This is an optimization exercise on Yosys and OpenROAD, whose aim is small area and a short achievable clock period, not a production implementation. At most, simulation tests tie the RTL to the original design; equivalence was not proved. Power and IR drop assume default switching activity.

== the baseline ==
## sensor_min_max_avg_tracker
module sensor_min_max_avg_tracker #(
   parameter int QUEUE_DEPTH = smmat_pkg::QUEUE_DEPTH
) (
   input  logic                                 clock,
   input  logic                                 reset,
   input  logic                                 req_push,
   output logic                                 req_full,
   input  logic                                 req_func,
   input  logic signed [7:0]                    req_temp_sample,
   input  logic [15:0]                          req_visible_sample,
   input  logic [15:0]                          req_infrared_sample,
   output logic                                 rsp_empty,
   input  logic                                 rsp_pop,
   output logic [1:0]                           rsp_channel,
   output logic signed [smmat_pkg::VALUE_W-1:0] rsp_current,
   output logic signed [smmat_pkg::VALUE_W-1:0] rsp_average,
   output logic signed [smmat_pkg::VALUE_W-1:0] rsp_maximum,
   output logic signed [smmat_pkg::STAMP_W-1:0] rsp_max_time,
   output logic signed [smmat_pkg::VALUE_W-1:0] rsp_minimum,
   output logic signed [smmat_pkg::STAMP_W-1:0] rsp_min_time,
   output logic                                 rsp_last,
   input  logic                                 csr_valid,
   output logic                                 csr_ready,
   input  logic [1:0]                           csr_index,
   input  logic [smmat_pkg::PERIOD_W-1:0]       csr_data
);
export LEC_CHECK = 0
export CAP_MARGIN = 20
export CORE_MARGIN = 2
export CORE_UTILIZATION = 60
export SETUP_SLACK_MARGIN = 3.5
export SLEW_MARGIN = 20
create_clock -name core_clock -period 6.5 [get_ports {clock}]
run.sh (not shown) runs the stock make flow with config.mk's settings and CLKGATE_MAP_FILE= SYNTH_SCRIPT=/design/flow/synth_recipe.tcl, a recipe that flattens the netlist after the stock synthesis.
The baseline ended with every stage complete and zero timing, DRC or antenna violations.
Input changes introduced in the candidate (baseline for comparison: the baseline):
--- a/flow/design.v
+++ b/flow/design.v
@@ -52,16 +52,16 @@
          assign next_v = 1'b0;
          assign take_next = 1'b0;
       end else begin : g_nlast
          assign next_v = v_ff[i+1];
          assign take_next = next_v;
       end
-      assign load = pop ? 1'b1 : (push && prev_v && !v_ff[i]);
+      assign load = pop || !v_ff[i];
       always_ff @(posedge clock) begin
          if (load) begin
-            entry_ff[i] <= (pop && take_next) ? entry_ff[(i == DEPTH - 1) ? i : i + 1] : wdata;
+            entry_ff[i] <= take_next ? entry_ff[(i == DEPTH - 1) ? i : i + 1] : wdata;
          end
       end
       always_ff @(posedge clock) begin
          if (reset) begin
             v_ff[i] <= 1'b0;
          end else if (push && !pop) begin
@@ -176,25 +176,28 @@
    localparam logic [7:0] T_MIN = 8'h80;
    localparam logic [7:0] T_MAX = 8'h7F;
    logic signed [7:0]    t_cur_ff, t_avg_ff, t_max_ff, t_min_ff;
    logic [SW-1:0]        t_maxt_ff, t_mint_ff;
    logic signed [7:0]    t_cur, t_avg, t_max, t_min;    
    logic [SW-1:0]        t_maxt, t_mint;
-   logic signed [8:0]    tsum0, tsum1;
    logic signed [7:0]    t_avg_new;
    logic                 t_gt, t_lt;
    logic                 t_max_upd, t_min_upd;
    assign t_cur  = fresh_ff ? T_MAX : t_cur_ff;
    assign t_avg  = fresh_ff ? T_MAX : t_avg_ff;
    assign t_max  = fresh_ff ? T_MIN : t_max_ff;
    assign t_min  = fresh_ff ? T_MAX : t_min_ff;
    assign t_maxt = fresh_ff ? '1 : t_maxt_ff;
    assign t_mint = fresh_ff ? '1 : t_mint_ff;
-   assign tsum0     = {head_temp[7], head_temp} + {t_cur[7], t_cur};
-   assign tsum1     = {head_temp[7], head_temp} + {t_cur[7], t_cur} + 9'sd1;
-   assign t_avg_new = tsum0[8] ? tsum1[8:1] : tsum0[8:1];
+   function automatic logic [7:0] t_half(input logic [7:0] a, input logic [7:0] b);
+      logic [9:0] s0, s1;
+      s0 = {a[7], a, 1'b0} + {b[7], b, 1'b0};
+      s1 = {a[7], a, 1'b1} + {b[7], b, 1'b1};
+      t_half = s0[9] ? s1[9:2] : s0[9:2];
+   endfunction
+   assign t_avg_new = fresh_ff ? t_half(head_temp, T_MAX) : t_half(head_temp, t_cur_ff);
    assign t_gt      = fresh_ff ? (head_temp != T_MIN) : (head_temp > t_max_ff);
    assign t_lt      = fresh_ff ? (head_temp != T_MAX) : (head_temp < t_min_ff);
    assign t_max_upd = head_full && t_gt;
    assign t_min_upd = head_full && t_lt;
    always_ff @(posedge clock) begin
       if (pop_tick) begin
@@ -238,13 +241,13 @@
       assign cur  = fresh_ff ? 16'hFFFF : cur_ff;
       assign avg  = fresh_ff ? 16'hFFFF : avg_ff;
       assign max  = fresh_ff ? 16'h0000 : max_ff;
       assign min  = fresh_ff ? 16'hFFFF : min_ff;
       assign maxt = fresh_ff ? '1 : maxt_ff;
       assign mint = fresh_ff ? '1 : mint_ff;
-      assign lsum = {1'b0, s} + {1'b0, cur};
+      assign lsum = fresh_ff ? ({1'b0, s} + 17'h0FFFF) : ({1'b0, s} + {1'b0, cur_ff});
       assign gt   = fresh_ff ? (s != 16'h0000) : (s > max_ff);
       assign lt   = fresh_ff ? (s != 16'hFFFF) : (s < min_ff);
       assign max_upd = head_full && gt;
       assign min_upd = head_full && lt;
       always_ff @(posedge clock) begin
          if (pop_tick) begin
## What came out
- The core of the candidate is less densely filled than that of the baseline.
- Changes observed in the candidate relative to the baseline: part of the total power dissipated in sequential elements higher; total global routing overflow roughly the same.
- Share of total power consumed by net switching: the baseline vs the candidate, no meaningful difference
- Changes observed in the candidate relative to the baseline: total negative setup slack was more or less identical, data arrival at the endpoint of the critical path went up by 0.02 ns, overall power consumption went up by about 4.5%, fraction of area in registers went up by 1.4 points, design area went down by 0.0014 sq mm.
- Adder-cell share of the synthesized area: the candidate vs the baseline, no meaningful difference
- The run showing the greater synthesized area divided by synthesized cell count is the candidate.
- Detailed-route via count ended up 1578 lower on the candidate than on the baseline.
- Going from the baseline to the candidate, synthesized cell count shrank by a few percent.
- Cmp the baseline and the candidate / cell count / lower: the candidate
For the baseline, only the layout was checked, not whether the RTL still works.

## re-timing with driven ports
In the flow no input, the clock included, has a driving cell. The finished layouts below were timed again as built, in two steps.
Step 1, drivers: a clkbuf_16 drives clock and a buf_2 each remaining input, both assumed.
Step 2, shift: input delay + t, output delay - t, t = (earliest + latest rising clock arrival at the registers) / 2. This alone moves slack from input paths to output paths.
a / b / c = ideal ports / drivers / drivers and shift; a / b = the first two.
run | t, ns | setup WS [ns] | worst setup path after step 2 | cell pins on the clock port's net
the baseline | 0.724 | 3.330 / 3.330 / 2.819 | input to register | 1
the candidate | 0.726 | 3.479 / 3.466 / 2.904 | input to register | 1
After both steps every run listed still meets setup and hold. The setup slack of the candidate, which loses most, moves by -0.013 ns with the drivers and by -0.575 ns with both steps.
